This is an optimization exercise on Yosys and OpenROAD, whose aim is small area and a short achievable clock period, not a production implementation.
Where RTL was checked, it was by simulation tests only, not by an equivalence proof against the original.
For runs 2 and 3, only the layout was checked, not whether the RTL still works.
The flow treats the clock pin as an ideal source, which a real chip does not have.
Power is estimated from default activity; no workload was simulated.

## flow/design.v (module list and top-level ports; edited modules follow where they fit)
// module wm_fa: 10 lines
// module wm_ha: 9 lines
// module wallace_mult_24x24: 2332 lines
module wallace_mult_24x24 (
  input  logic        clk,
  input  logic        rst,
  input  logic        in_valid,
  input  logic [23:0] a,
  input  logic [23:0] b,
  output logic        out_valid,
  output logic [39:0] x,
  output logic [39:0] y,
  output logic [7:0]  z
);
  // ...
==> flow/flow/run.sh <==
#!/bin/bash
set -euo pipefail
K="BUFFER_PORTS_ARGS=-buffer_cell sky130_fd_sc_hd__buf_1"
EM="SETUP_SLACK_MARGIN=$(cat flow/early_margin.txt)"
bash standard.sh "$K" "$EM" cts > make_cts.log 2>&1
export SKEW_DB=$PWD/orfs/results/$FLOW_PLATFORM/wallace_mult_24x24/base/4_cts.odb
export SKEW_LIB=$FLOW_HOME/platforms/$FLOW_PLATFORM/lib/sky130_fd_sc_hd__tt_025C_1v80.lib
export SKEW_RC=$FLOW_HOME/platforms/$FLOW_PLATFORM/setRC.tcl
export SKEW_SDC=$PWD/orfs/results/$FLOW_PLATFORM/wallace_mult_24x24/base/4_cts.sdc
export SKEW_FLATTEN=$(cat flow/flatten.txt)
export SKEW_LEAF=$(cat flow/leaf.txt 2>/dev/null || true)
read SKEW_D2 SKEW_D3 < flow/skew.txt
export SKEW_D2 SKEW_D3
openroad -no_init -exit flow/skew.tcl > skew.log 2>&1
bash standard.sh "$K" finish > make_finish.log 2>&1
==> flow/flow/early_margin.txt <==
1.8
==> flow/flow/flatten.txt <==
0
==> flow/flow/skew.tcl <==
read_db $::env(SKEW_DB)
read_liberty $::env(SKEW_LIB)
read_sdc $::env(SKEW_SDC)
source $::env(SKEW_RC)
set_propagated_clock [all_clocks]
set db [ord::get_db]
set block [ord::get_db_block]
set sizes {sky130_fd_sc_hd__clkbuf_1 sky130_fd_sc_hd__clkbuf_2 sky130_fd_sc_hd__clkbuf_4 sky130_fd_sc_hd__clkbuf_8 sky130_fd_sc_hd__clkbuf_16}
set pre_master [expr {[info exists ::env(SKEW_PRE)] ? $::env(SKEW_PRE) : "sky130_fd_sc_hd__clkbuf_1"}]
set k 0

proc new_buf {master_name x y in_net} {
  global db block k
  set inst [odb::dbInst_create $block [$db findMaster $master_name] "skew_buf_$k"]
  set out [odb::dbNet_create $block "skew_net_$k"]
  $out setSigType CLOCK
  incr k
  [$inst findITerm A] connect $in_net
  [$inst findITerm X] connect $out
  $inst setLocation $x $y
  $inst setPlacementStatus PLACED
  return [list $inst $out]
}

# odb instance name -> STA clock pin of every register
set clkpin [dict create]
foreach p [get_pins -hierarchical */CLK] {
  dict set clkpin [[[sta::sta_to_db_pin $p] getInst] getName] $p
}
proc ckpin {inst} { return [dict get $::clkpin [$inst getName]] }

proc mean_arrival {insts} {
  set s 0.0; set n 0
  foreach inst $insts {
    set a [get_property [ckpin $inst] arrival_max_rise]
    set s [expr {$s + $a}]; incr n
  }
  return [expr {$s / $n}]
}

# Optionally drop the middle level of the tree: leaf buffers hang directly off the root net.
if {[info exists ::env(SKEW_FLATTEN)] && $::env(SKEW_FLATTEN)} {
  set root_inst [$block findInst clkbuf_0_clk]
  set root_net [[$root_inst findITerm X] getNet]
  foreach it [$root_net getITerms] {
    set inst [$it getInst]
    if {[$it isOutputSignal] || ![string match clkbuf_1_* [$inst getName]]} continue
    set mid_net [[$inst findITerm X] getNet]
    set ok 1
    foreach s [$mid_net getITerms] {
      if {![$s isOutputSignal] && ![string match clkbuf_leaf_* [[$s getInst] getName]]} { set ok 0 }
    }
    if {!$ok} continue
    foreach s [$mid_net getITerms] {
      if {[$s isOutputSignal]} continue
      $s disconnect
      $s connect $root_net
    }
    $it disconnect
    [$inst findITerm X] disconnect
    odb::dbInst_destroy $inst
    odb::dbNet_destroy $mid_net
    puts "removed middle clock buffer level under [$root_net getName]"
  }
}

# leaf nets of the tree
set leaves {}
foreach net [$block getNets] {
  if {[$net getSigType] ne "CLOCK"} continue
  foreach it [$net getITerms] {
    if {[$it isOutputSignal] && [string match clkbuf_leaf_* [[$it getInst] getName]]} { lappend leaves $net }
  }
}

proc leaf_of {it} { return [$it getNet] }
proc kmeans {pts k} {
  # pts: list of {x y item}; returns list of clusters (lists of items)
  set n [llength $pts]
  set cs {}
  for {set i 0} {$i < $k} {incr i} {
    set p [lindex $pts [expr {int(($i + 0.5) * $n / $k)}]]
    lappend cs [list [lindex $p 0] [lindex $p 1]]
  }
  for {set iter 0} {$iter < 20} {incr iter} {
    set members {}
    for {set i 0} {$i < $k} {incr i} { lappend members {} }
    foreach p $pts {
      set best 0; set bd 1e30
      for {set i 0} {$i < $k} {incr i} {
        set c [lindex $cs $i]
        set d [expr {abs([lindex $p 0] - [lindex $c 0]) + abs([lindex $p 1] - [lindex $c 1])}]
        if {$d < $bd} { set bd $d; set best $i }
      }
      lset members $best [concat [lindex $members $best] [list $p]]
    }
    set ncs {}
    for {set i 0} {$i < $k} {incr i} {
      set m [lindex $members $i]
      if {[llength $m] == 0} { lappend ncs [lindex $cs $i]; continue }
      set sx 0; set sy 0
      foreach p $m { set sx [expr {$sx + [lindex $p 0]}]; set sy [expr {$sy + [lindex $p 1]}] }
      lappend ncs [list [expr {$sx / [llength $m]}] [expr {$sy / [llength $m]}]]
    }
    set cs $ncs
  }
  set out {}
  foreach m $members { if {[llength $m]} { lappend out $m } }
  return $out
}
set leaf_drv {}
foreach net $leaves {
  foreach it [$net getITerms] {
    if {[$it isOutputSignal]} { lappend leaf_drv [list $net [lindex [[$it getInst] getLocation] 0] [lindex [[$it getInst] getLocation] 1]] }
  }
}
set csize [expr {[info exists ::env(SKEW_CLUSTER)] ? $::env(SKEW_CLUSTER) : 20}]
set groups {}
foreach rank {r2 r3} {
  set pts {}
  foreach net $leaves {
    foreach it [$net getITerms] {
      set inst [$it getInst]
      if {[$it isOutputSignal]} continue
      if {[string match ${rank}_* [$inst getName]] && [[$it getMTerm] getName] eq "CLK"} {
        set loc [$inst getLocation]
        lappend pts [list [lindex $loc 0] [lindex $loc 1] $it]
      }
    }
  }
  if {![llength $pts]} continue
  set pts [lsort -real -index 0 $pts]
  set nk [expr {max(1, int(ceil([llength $pts] / double($csize))))}]
  foreach m [kmeans $pts $nk] {
    set sx 0; set sy 0
    foreach p $m { set sx [expr {$sx + [lindex $p 0]}]; set sy [expr {$sy + [lindex $p 1]}] }
    set n [llength $m]
    set x [expr {int($sx / $n)}]; set y [expr {int($sy / $n)}]
    # nearest leaf driver feeds this cluster
    set bd 1e30; set src {}
    foreach l $leaf_drv {
      set d [expr {abs([lindex $l 1] - $x) + abs([lindex $l 2] - $y)}]
      if {$d < $bd} { set bd $d; set src [lindex $l 0] }
    }
    set si [expr {$n <= 3 ? 1 : ($n <= 8 ? 2 : ($n <= 16 ? 3 : 4))}]
    lassign [new_buf [lindex $sizes $si] $x $y $src] last out
    set insts {}
    foreach p $m { set it [lindex $p 2]; lappend insts [$it getInst]; $it disconnect; $it connect $out }
    lappend groups [dict create rank $rank leaf $src insts $insts last $last si $si simin $si pre {} x $x y $y]
  }
}

if {[info exists ::env(SKEW_LEAF)] && $::env(SKEW_LEAF) ne ""} {
  foreach net $leaves {
    foreach it [$net getITerms] {
      if {[$it isOutputSignal]} { [$it getInst] swapMaster [$db findMaster $::env(SKEW_LEAF)] }
    }
  }
}

set ref {}
foreach inst [$block getInsts] {
  set nm [$inst getName]
  if {[dict exists $clkpin $nm] && ![string match r2_* $nm] && ![string match r3_* $nm] && ![string match a2_* $nm] && ![string match *2_q* $nm]} { lappend ref $inst }
}
puts "reference registers (ranks 1 and 4): [llength $ref]"
for {set round 0} {$round < 20} {incr round} {
  estimate_parasitics -placement
  set base [mean_arrival $ref]
  set changed 0
  set ng {}
  foreach g $groups {
    set tgt [expr {$base + ([dict get $g rank] eq "r2" ? $::env(SKEW_D2) : $::env(SKEW_D3))}]
    set a [mean_arrival [dict get $g insts]]
    set gw 0
    foreach inst [dict get $g insts] {
      set sl [get_property [ckpin $inst] slew_max]
      if {$sl > $gw} { set gw $sl }
    }
    if {$gw > 0.092 && [dict get $g si] < 4} {
      # clock-pin slew first: a stronger last buffer, and never smaller again
      set si [expr {[dict get $g si] + 1}]
      [dict get $g last] swapMaster [$db findMaster [lindex $sizes $si]]
      dict set g si $si
      dict set g simin $si
      lappend ng $g
      set changed 1
      continue
    }
    set si [dict get $g si]
    set last [dict get $g last]
    if {$a < $tgt - 0.04} {
      if {$si > [dict get $g simin] && ($tgt - $a < 0.1 || [llength [dict get $g pre]] >= 10)} {
        incr si -1
        $last swapMaster [$db findMaster [lindex $sizes $si]]
      } elseif {[llength [dict get $g pre]] < 10} {
        # one more small buffer in front of the last one
        set in_it [$last findITerm A]
        set in_net [$in_it getNet]
        $in_it disconnect
        lassign [new_buf $::pre_master [dict get $g x] [dict get $g y] $in_net] p pout
        $in_it connect $pout
        dict lappend g pre $p
      }
      set changed 1
    } elseif {$a > $tgt + 0.04 && $si < 4} {
      incr si
      $last swapMaster [$db findMaster [lindex $sizes $si]]
      set changed 1
    }
    dict set g si $si
    lappend ng $g
  }
  set groups $ng
  if {!$changed} break
}
estimate_parasitics -placement
set base [mean_arrival $ref]
foreach g $groups {
  puts [format "group %s %-22s sinks %2d last %s pre %d  skew %.3f" [dict get $g rank] [[dict get $g leaf] getName] [llength [dict get $g insts]] [lindex $sizes [dict get $g si]] [llength [dict get $g pre]] [expr {[mean_arrival [dict get $g insts]] - $base}]]
}
puts "ranks 1 and 4 mean clock arrival $base"
set worst 0
foreach g $groups {
  set gw 0
  foreach inst [dict get $g insts] {
    set sl [get_property [ckpin $inst] slew_max]
    if {$sl > $worst} { set worst $sl }
    if {$sl > $gw} { set gw $sl }
  }
  puts "slew [dict get $g rank] [llength [dict get $g insts]] [lindex $sizes [dict get $g si]] $gw"
}
puts "worst skewed clock-pin slew $worst"
set bw 0
foreach inst $ref { set sl [get_property [ckpin $inst] slew_max]; if {$sl > $bw} { set bw $sl } }
puts "worst rank 1/4 clock-pin slew $bw"
detailed_placement
check_placement -verbose
write_db $::env(SKEW_DB)
==> flow/flow/skew.txt <==
0.5 0.7
==> flow/standard.sh <==
#!/bin/bash
# synth_recipe.tcl (not shown) runs the flow's synth.tcl, then flattens the netlist and writes it again
# the make line also repeats each setting of config.mk as NAME=value (left out here)
make -C /OpenROAD-flow-scripts/flow DESIGN_CONFIG=/design/flow/config.mk WORK_HOME=/design/flow/orfs CLKGATE_MAP_FILE= SYNTH_SCRIPT=/design/flow/synth_recipe.tcl "${@:-finish}"
==> flow/config.mk <==
export PLATFORM = sky130hd
export DESIGN_NAME = wallace_mult_24x24
export DESIGN_NICKNAME = wallace_mult_24x24
export VERILOG_FILES = /design/flow/design.v
export SDC_FILE = /design/flow/constraint.sdc
export NUM_CORES = 4
export LEC_CHECK = 0
export CAP_MARGIN = 20
export CORE_MARGIN = 2
export CORE_UTILIZATION = 60
export CTS_CLUSTER_DIAMETER = 100
export CTS_CLUSTER_SIZE = 30
export HOLD_SLACK_MARGIN = 0.05
export SETUP_SLACK_MARGIN = 2.2
export SLEW_MARGIN = 20
export SYNTH_HIERARCHICAL = 1
export SYNTH_MINIMUM_KEEP_SIZE = 0
==> flow/constraint.sdc <==
create_clock -name core_clock -period 4.0 [get_ports {clk}]
set_input_delay 0.8000 -clock core_clock [delete_from_list [all_inputs] [get_ports {clk}]]
set_output_delay 0.8000 -clock core_clock [all_outputs]
set_load 0.01 [all_outputs]
==> out/qor.csv, run 1 <==
metric;value;unit
final_max_slew_viol_count;0;
dr.max_layer_used;met5;
comb_power_share;0.346;
p_leak;0.008724;uW
via_count;12740;
gp_congestion;0.8857;
grtUsageTotal;0.2796;
finalSetupViolCount;0;
p_seq_frac;0.438;
dr_wl_met2;23330;microns
grt-ovfl-total;0;
antenna_found_initial;3;
numCtsBuffers;19;
timing.fmax;0.5613;GHz
p_clk;3500;uW
inverters;33;
dr_wl_met3;3966;microns
core;35400;sq um
hold_class;flop to flop;
hp-start;r2_c9_3;
finalHoldViolCount;0;
largest_cell_class;multi-input gates;
switching_share;0.3497;
yosysSeqAreaShare;0.3956;
cp_slowest_stage_delay;320;ps
critPathKind;flop to output pin;
fin_util;0.6443;
met1_usage;0.3920;
drive_gt1_frac;0.1099;
synthTopCellsByArea;dfxtp_1 40%, fa_1 24%, xnor2_1 12%;
power_density;711.6;nW/um^2
cts.sinks;425;
critPathBufInv;1;
clkTransAtPathRegs;110;ps
ios;140;
io_buffers;136;
synth-edff-count;0;
final_cell_mix;387 x dfxtp_1, 303 x xnor2_1, 264 x a22oi_1;
end_kind;output pin;
hold_depth;0;
arrival;980;ps
status;complete, no violations;
==> inputs of run 2 (changes only) <==
--- a/flow/design.v
+++ b/flow/design.v
@@ -1946,17 +1946,21 @@
   wm_fa u_s849 (.a(r2_c41_0), .b(r2_c41_1), .c(r2_c41_2), .s(s849), .co(c850));
   wm_fa u_s851 (.a(r2_c41_3), .b(c848), .c(s849), .s(s851), .co(c852));
   wm_fa u_s853 (.a(r2_c42_0), .b(r2_c42_1), .c(r2_c42_2), .s(s853), .co(c854));
   wm_fa u_s855 (.a(c850), .b(s853), .c(c852), .s(s855), .co(c856));
   wm_fa u_s857 (.a(r2_c43_0), .b(r2_c43_1), .c(c854), .s(s857), .co(c858));
   wm_fa u_s859 (.a(r2_c44_0), .b(r2_c44_1), .c(c858), .s(s859), .co(c860));
   wm_fa u_s861 (.a(r2_c45_0), .b(r2_c45_1), .c(r2_c45_2), .s(s861), .co(c862));
   wm_fa u_s863 (.a(r2_c46_0), .b(r2_c46_1), .c(c862), .s(s863), .co(c864));
-  assign lo_sum = {2'b0, r2_c7_0, r2_c6_0, r2_c5_0, r2_c4_0, r2_c3_0, r2_c2_0, r2_c1_0, r2_c0_0} + {2'b0, r2_c7_1, r2_c6_1, r2_c5_1, r2_c4_1, 1'b0, 1'b0, 1'b0, r2_c0_1} + {2'b0, 1'b0, 1'b0, 1'b0, r2_c4_2, 1'b0, 1'b0, 1'b0, 1'b0};
+  logic [4:0] lo_lo;
+  logic [5:0] lo_hi;
+  assign lo_lo = {1'b0, r2_c3_0, r2_c2_0, r2_c1_0, r2_c0_0} + {1'b0, 1'b0, 1'b0, 1'b0, r2_c0_1};
+  assign lo_hi = {2'b0, r2_c7_0, r2_c6_0, r2_c5_0, r2_c4_0} + {2'b0, r2_c7_1, r2_c6_1, r2_c5_1, r2_c4_1} + r2_c4_2 + lo_lo[4];
+  assign lo_sum = {lo_hi, lo_lo[3:0]};
   wm_ha u_s865 (.a(r3_c8_0), .b(r3_c8_1), .s(s865), .co(c866));
   wm_fa u_s867 (.a(r3_c9_0), .b(r3_c9_1), .c(r3_c9_2), .s(s867), .co(c868));
   wm_ha u_s869 (.a(r3_c10_0), .b(r3_c10_1), .s(s869), .co(c870));
   wm_ha u_s871 (.a(r3_c11_0), .b(r3_c11_1), .s(s871), .co(c872));
   wm_ha u_s873 (.a(r3_c12_0), .b(r3_c12_1), .s(s873), .co(c874));
   wm_ha u_s875 (.a(r3_c13_0), .b(r3_c13_1), .s(s875), .co(c876));
   wm_ha u_s877 (.a(r3_c14_0), .b(r3_c14_1), .s(s877), .co(c878));
   wm_ha u_s879 (.a(r3_c15_0), .b(r3_c15_1), .s(s879), .co(c880));
--- a/flow/config.mk
+++ b/flow/config.mk
@@ -6,12 +6,12 @@
 export NUM_CORES = 4
 export LEC_CHECK = 0
 export CAP_MARGIN = 20
 export CORE_MARGIN = 2
 export CORE_UTILIZATION = 60
 export CTS_CLUSTER_DIAMETER = 100
 export CTS_CLUSTER_SIZE = 30
 export HOLD_SLACK_MARGIN = 0.05
-export SETUP_SLACK_MARGIN = 2.2
+export SETUP_SLACK_MARGIN = 2.25
 export SLEW_MARGIN = 20
 export SYNTH_HIERARCHICAL = 1
 export SYNTH_MINIMUM_KEEP_SIZE = 0
==> run 2 against run 1 <==
Net effect: via count rose by 0.97%; flip-flop and latch count did not move; setup slack got worse by 290 ps; core utilization rose by 0.48 points; first-iteration DRC count fell by 5.7%; synthesized cell count did not move; worst hold slack improved by 49 ps; clock power rose by 4%; global-route usage barely moved; sequential share of layout area fell by 0.61 points; clock-buffer cell count fell by 1; register-to-register slack got worse by 340 ps.
==> out/qor.csv, run 2 <==
metric;value;unit;change
synth_flop_cell;dfxtp_1;;unchanged
stdcell_area;23200;sq um;was 22,810 sq um
synth.distinct_cells;27;;unchanged
clk_latency;1340;ps;was 1310 ps
drtPass1Iterations;6;;was 7
synthTopCellsByArea;dfxtp_1 39%, fa_1 24%, xnor2_1 12%;;was dfxtp_1 40%, fa_1 24%, xnor2_1 12%
maxSlewHeadroom;0.5822;;was 0.5884
p_leak;0.008997;uW;was 0.008724 uW
final_cell_mix;373 x dfxtp_1, 301 x xnor2_1, 256 x fa_1;;was 387 x dfxtp_1, 303 x xnor2_1, 264 x a22oi_1
regMostFlops;a1_q;;unchanged
cts_buffer_depth;3;;unchanged
yosysTopAreaCell;dfxtp_1;;unchanged
die_h;194.8;microns;was 193.3 microns
start_util;0.6114;;was 0.6076
synth_most_common_cell;dfxtp_1;;unchanged
antenna_cells;0;;was 2
final_common_cell;dfxtp_1;;unchanged
crit_fanout;2;;was 1
wirelength;52310;microns;was 50,980 microns
end_kind;flop;;was output pin
clkTransAtPathRegs;90;ps;was 110 ps
gp_congestion;0.8298;;was 0.8857
finalHoldViolCount;0;;unchanged
htreeDepth;1;;unchanged
io_buffers;136;;unchanged
peakVddDrop;493.5;uV;was 639.6 uV
drt_iter0_drc;1041;;was 1,104
cts_tree;done;;unchanged
dp_hpwl;33440;microns;was 34,070 microns
numCtsBuffers;19;;unchanged
power_density;719.0;nW/um^2;was 711.6 nW/um^2
avgSynthCellArea;12.85;sq um;was 12.64 sq um
root_buffer;clkbuf_16;;unchanged
min_period;2073;ps;was 1782 ps
yosysSeqAreaShare;0.3894;;was 0.3956
die_area;37960;sq um;was 37,370 sq um
synth-edff-count;0;;unchanged
antenna_found_initial;0;;was 3
synth_top_area_frac;0.3894;;was 0.3956
synthCells;1701;;unchanged
via_count;12870;;was 12,740
drive_gt1_frac;0.1640;;was 0.1099
worst_setup_path_start_kind;flop;;unchanged
setup_tns;0;ps;unchanged
drc;0;;unchanged
die_w;194.8;microns;was 193.3 microns
maxCapViolations;0;;unchanged
setup_ws;1927;ps;was 2218 ps
grt_max_degree;29;;was 31
clock_skew;838.4;ps;was 806.8 ps
arrival;3360;ps;was 980 ps
place_ws;1291;ps;was 1354 ps
vias_per_cell;5.756;;was 5.719
status;complete, no violations;;unchanged
worst_pin_slew;626.7;ps;was 617.4 ps
cts.sinks;425;;unchanged
synth-async-reset-ratio;0;;unchanged
grt_pass1_vias;13840;;was 14,240
dpl-instance-area;21520;sq um;was 21,450 sq um
final_max_slew_viol_count;0;;unchanged
finalSetupViolCount;0;;unchanged
grt-ovfl-total;0;;unchanged
rsz0062_at_grt;yes;;unchanged
synthesis.area;21850;sq um;was 21,510 sq um
critPathKind;flop to flop;;was flop to output pin
antenna_left;0;;unchanged
reg2reg_depth;10;;was 4
avgRoutedWirePerCell;23.40;microns;was 22.88 microns
hold_class;flop to flop;;unchanged
hold-worst-slack;94.89;ps;was 46.21 ps
finalCritPeriodShare;0.5183;;was 0.4454
synth_common_cells;425 x dfxtp_1, 303 x xnor2_1, 262 x fa_1;;was 425 x dfxtp_1, 303 x xnor2_1, 264 x a22oi_1
largest_reg_flops;24;;unchanged
synth_seq_cells;425;;unchanged
ios;140;;unchanged
crit_required;5280;ps;was 3200 ps
nNetsFinal;2124;;was 2,114
timing.fmax;0.4823;GHz;was 0.5613 GHz
syn2layout_area_growth;6.173;%;was 6.039%
core;35740;sq um;was 35,400 sq um
hold_depth;1;;was 0
synth_warnings;7;;unchanged
grtUsageTotal;0.2795;;was 0.2796
core.rowCount;69;;unchanged
grt_pass1_wl;80200;microns;was 80,650 microns
run 2: cell count changes after synthesis, moves of 2 or more:
cell,before,now
buf_6,24,66
clkbuf_4,0,2
buf_2,110,52
nor2_1,0,2
a22oi_1,264,252
a21oi_1,0,2
buf_4,111,123
a31oi_1,2,0
a22oi_2,12,24
inv_1,33,36
run 2: final cells by class:
type / count / area (sq um)
clock inverter: 6 / 96.34
tap: 461 / 576.8
inverter: 36 / 135.1
multi-input combinational: 995 / 11320
clock buffer: 19 / 475.5
sequential: 425 / 8623
fill: 2822 / 12540
timing repair buffer: 211 / 1358
buffer: 82 / 615.6
run 2: kinds of logic after synthesis:
group,count (synthesis),synth area share
compound gates,291,0.1039
xor+xnor,316,0.1267
fa+ha+maj,303,0.2635
buf+inv,283,0.09671
flops,425,0.3894
other cells,1,0.0001716
simple gates,82,0.01970
run 2: repair_timing:
| item | CTS | global route |
|---|---|---|
| setup endpoints to repair | 140 | 104 |
| setup buffers | 2 | 2 |
| pin swaps | 5 | 10 |
| hold buffers | 0 | 3 |
| endpoints found under the hold margin | 0 | 3 |
| gates resized for setup | 57 | 225 |
run 2: report_power, final:
| group | switching, uW | internal [uW] | leakage (uW) |
|---|---|---|---|
| logic | 3100 | 2860 | 0.00487 |
| registers | 904 | 6180 | 0.00359 |
| clock network | 1770 | 1860 | 0.000534 |
| total | 5780 | 10900 | 0.00900 |
run 2: metrics by stage:
step                      std cells  total power, uW  utilization
after floorplan                1703            11220            -
after global placement         2121            12810       0.6021
after global routing           2235            18090       0.6491
after CTS                      2148            15320       0.6225
final                          2235            16680       0.6491
after detailed placement       2121            12940       0.6021
run 2: Yosys stat by module, one instance, submodules excluded:
module | area (sq um) | cells inside | flops+latches
wallace_mult_24x24 | 16370 | 1419 | 425
wm_fa | 20.02 | 1 | 0
wm_ha | 12.51 | 1 | 0
run 2: path summary, 6_finish.rpt:
check	start	endpoint	slack, ps
min	neg1_q[0]	r2_c0_0	90
max	r2_c0_1	r3_c8_2	1930
min reg2reg	neg1_q[0]	r2_c0_0	90
max reg2reg	r2_c0_1	r3_c8_2	1930
run 2: critical path: stages, from the launching register on:
cell and delay (ps):
dfxtp_2 340, ha_4 160, ha_4 150, and3_4 170, fa_1 480, ha_2 190, inv_2 40, fa_2 340
nand2b_4 150, a21oi_2 140, xor2_1 140
run 2: metal layers:
layer | track usage | vias to the layer above | wire, microns
li1 | - | 5600 | -
met4 | 0.1057 | 0 | 1613
met5 | 0 | - | 0
met1 | 0.3685 | 6555 | 21260
met3 | 0.04199 | 128 | 3708
met2 | 0.4701 | 582 | 25730
==> inputs of run 3 (changes only) <==
--- a/flow/config.mk
+++ b/flow/config.mk
@@ -12,5 +12,5 @@
 export CTS_CLUSTER_SIZE = 30
 export HOLD_SLACK_MARGIN = 0.05
-export SETUP_SLACK_MARGIN = 2.25
+export SETUP_SLACK_MARGIN = 2.2
 export SLEW_MARGIN = 20
 export SYNTH_HIERARCHICAL = 1
==> run 3 against run 2 <==
Net effect: combinational power decreased by 3%; non-clock buffer count stayed put; power decreased by 1.4%; via count decreased by 0.11%; still clean; first-iteration DRC count increased by 11%; synthesized cell count did not move.
==> out/qor.csv, run 3 <==
metric;value;unit;change
status;complete, no violations;;unchanged
p_leak;0.008821;uW;was 0.008997 uW
cts_tree;done;;unchanged
yosysSeqAreaShare;0.3894;;unchanged
htreeDepth;1;;unchanged
synthesis.area;21850;sq um;unchanged
synth.distinct_cells;27;;unchanged
synth_warnings;7;;unchanged
synth_flop_cell;dfxtp_1;;unchanged
via_count;12850;;was 12,870
place_inst;2121;;unchanged
p_clk_frac;0.221;;was 0.218
p_seq_frac;0.428;;was 0.425
antenna_found_initial;0;;unchanged
crit_fanout;2;;unchanged
maxSlewHeadroom;0.5771;;was 0.5822
worst_pin_slew;634.3;ps;was 626.7 ps
grtUsageTotal;0.2795;;unchanged
drive_gt1_frac;0.1240;;was 0.1640
clock_skew;844.4;ps;was 838.4 ps
critPathKind;flop to flop;;unchanged
final_cells;2235;;unchanged
grt_pass1_vias;13840;;unchanged
drc;0;;unchanged
synthCells;1701;;unchanged
end_kind;flop;;unchanged
setup_tns;0;ps;unchanged
avgRoutedWirePerCell;23.35;microns;was 23.40 microns
synth-async-reset-ratio;0;;unchanged
timing.fmax;0.4852;GHz;was 0.4823 GHz
antenna_cells;0;;unchanged
cts.sinks;425;;unchanged
min_period;2061;ps;was 2073 ps
arrival;3350;ps;was 3360 ps
drtPass1Iterations;6;;unchanged
antenna_left;0;;unchanged
synthTopCellsByArea;dfxtp_1 39%, fa_1 24%, xnor2_1 12%;;unchanged
grt-ovfl-total;0;;unchanged
largest_reg_flops;24;;unchanged
synth_common_cells;425 x dfxtp_1, 303 x xnor2_1, 262 x fa_1;;unchanged
rsz0062_at_grt;yes;;unchanged
hold-worst-slack;101.1;ps;was 94.89 ps
clkTransAtPathRegs;90;ps;about the same
dpl-instance-area;21520;sq um;unchanged
worst_setup_path_start_kind;flop;;unchanged
synth-edff-count;0;;unchanged
switching_power;5756;uW;was 5781 uW
dp_hpwl;33440;microns;unchanged
core;35740;sq um;unchanged
cts_buffer_depth;3;;unchanged
final_cell_mix;392 x dfxtp_1, 301 x xnor2_1, 261 x fa_1;;was 373 x dfxtp_1, 301 x xnor2_1, 256 x fa_1
io_buffers;136;;unchanged
synth_seq_cells;425;;unchanged
vias_per_cell;5.750;;was 5.756
synth_top_area_frac;0.3894;;unchanged
grt_max_degree;29;;unchanged
synth_most_common_cell;dfxtp_1;;unchanged
stdcell_area;22980;sq um;was 23,200 sq um
start_util;0.6114;;unchanged
peakVddDrop;489.9;uV;was 493.5 uV
comb_power_share;0.351;;was 0.357
design_power_total;16450;uW;was 16,680 uW
final_max_slew_viol_count;0;;unchanged
syn2layout_area_growth;5.171;%;was 6.173%
final_common_cell;dfxtp_1;;unchanged
wirelength;52190;microns;was 52,310 microns
die_h;194.8;microns;unchanged
avgSynthCellArea;12.85;sq um;unchanged
switching_share;0.3498;;was 0.3466
numCtsBuffers;19;;unchanged
core.rowCount;69;;unchanged
root_buffer;clkbuf_16;;unchanged
ios;140;;unchanged
maxCapViolations;0;;unchanged
finalCritPeriodShare;0.5153;;was 0.5183
drt_iter0_drc;1160;;was 1,041
crit_required;5290;ps;was 5280 ps
p_int;10700;uW;was 10,900 uW
gp_congestion;0.8298;;unchanged
die_area;37960;sq um;unchanged
finalHoldViolCount;0;;unchanged
yosysTopAreaCell;dfxtp_1;;unchanged
regMostFlops;a1_q;;unchanged
finalSetupViolCount;0;;unchanged
power_density;716.0;nW/um^2;was 719.0 nW/um^2
hold_class;flop to flop;;unchanged
nNetsFinal;2124;;unchanged
clk_latency;1350;ps;was 1340 ps
grt_pass1_wl;80200;microns;unchanged
die_w;194.8;microns;unchanged
==> run 3: cell types whose count changed in the layout (fill, tap and decap cells not counted), sizes merged <==
cell    change
clkbuf     +31
buf        -31
==> run 3: layout make-up <==
cell class                 instances  area, sq um
timing repair buffer             211         1175
inverter                          36        135.1
tap                              461        576.8
multi-input combinational        995        11310
buffer                            82        615.6
clock buffer                      19        475.5
sequential                       425         8600
clock inverter                     6        96.34
fill                            2839        12760
==> run 3: layer usage <==
layer / GRT usage / share of wire
met5: 0 / 0
met4: 0.1057 / 0.029
met3: 0.04199 / 0.075
met2: 0.4701 / 0.49
met1: 0.3685 / 0.40
==> run 3: cells by family (layout without fill, tap and decap cells) <==
logic type               Yosys count  count (layout)  share of synthesized area
adder cells (fa/ha/maj)          303             303                     0.2635
XOR/XNOR                         316             316                     0.1267
flip-flops                       425             425                     0.3894
AND/OR/NAND/NOR                   82              82                    0.01970
other                              1               3                  0.0001716
buffers and inverters            283             354                    0.09671
AO/OA/AOI/OAI                    291             291                     0.1039
==> run 3: power groups by stage <==
stage / clock, uW / sequential, uW / combinational [uW]
after floorplan: 0 / 6830 / 4390
after global placement: 0 / 7120 / 5690
after detailed placement: 0 / 7160 / 5780
after CTS: 2400 / 7070 / 5860
after global routing: 3890 / 7240 / 6730
final: 3630 / 7050 / 5780
==> run 3: worst paths after layout <==
kind / from / end / slack, ps / depth (start not counted)
max reg2reg: r2_c0_1 / r3_c8_2 / 1940 / 10
max: r2_c0_1 / r3_c8_2 / 1940 / 10
min reg2reg: neg1_q[0] / r2_c0_0 / 100 / 1
min: neg1_q[0] / r2_c0_0 / 100 / 1
==> run 3: per-stage QoR <==
step / setup slack [ps] / utilization
4_1_cts: 1612 / 0.6225
3_3_place_gp: 1344 / 0.6021
2_1_floorplan: 1712 / -
3_5_place_dp: 1291 / 0.6021
5_1_grt: 1860 / 0.6430
6_report: 1939 / 0.6430
==> run 3: timing repair <==
action                                  4_1_cts  5_1_grt
pin swaps                                     5        9
endpoints found under the setup margin      140       49
hold buffers                                  0        3
setup buffers                                 2        2
endpoints found under the hold margin         0        3
resized for setup                            57       54
==> run 3: per-module statistics from Yosys, one instance, submodules excluded <==
module	cells inside	cell area (sq um)
wm_fa	1	20.02
wallace_mult_24x24	1419	16370
wm_ha	1	12.51
==> run 3: worst max-delay path, stage by stage, from the launching register on <==
cell      delay, ps
dfxtp_2         340
ha_4            160
ha_4            150
and3_4          170
fa_1            480
ha_2            190
inv_2            40
fa_2            340
nand2b_4        150
a21oi_2         140
xor2_1          140

-- static timing again, ports no longer ideal --
In the flow no input, the clock included, has a driving cell. The finished layouts below were timed again as built, in two steps.
Step 1: set_driving_cell puts a clkbuf_16 on clk and a buf_2 on each other input, an assumption about the parent block.
Step 2, shift: input delay + t, output delay - t, t = (earliest + latest rising clock arrival at the registers) / 2. This alone moves slack from input paths to output paths.
Three values: ideal ports, drivers, drivers and shift; two values: the first two.
run | t (ns) | slack for setup (ns) | hold slack, ns | clock arrival spread, ns
run 1 | 0.958 | 2.218 / 2.161 / 2.133 | 0.046 / 0.046 / 0.046 | 0.828 / 0.828
run 2 | 0.974 | 1.927 / 1.927 / 1.927 | 0.095 / 0.095 / 0.095 | 0.844 / 0.844
run 3 | 0.980 | 1.939 / 1.939 / 1.939 | 0.101 / 0.101 / 0.101 | 0.848 / 0.848
Clock arrivals are far apart in every run listed, so t is only a midpoint there and step 2 fits no single register. The setup slack of run 1, which loses most, moves by -0.057 ns with the drivers and by -0.085 ns with both steps.
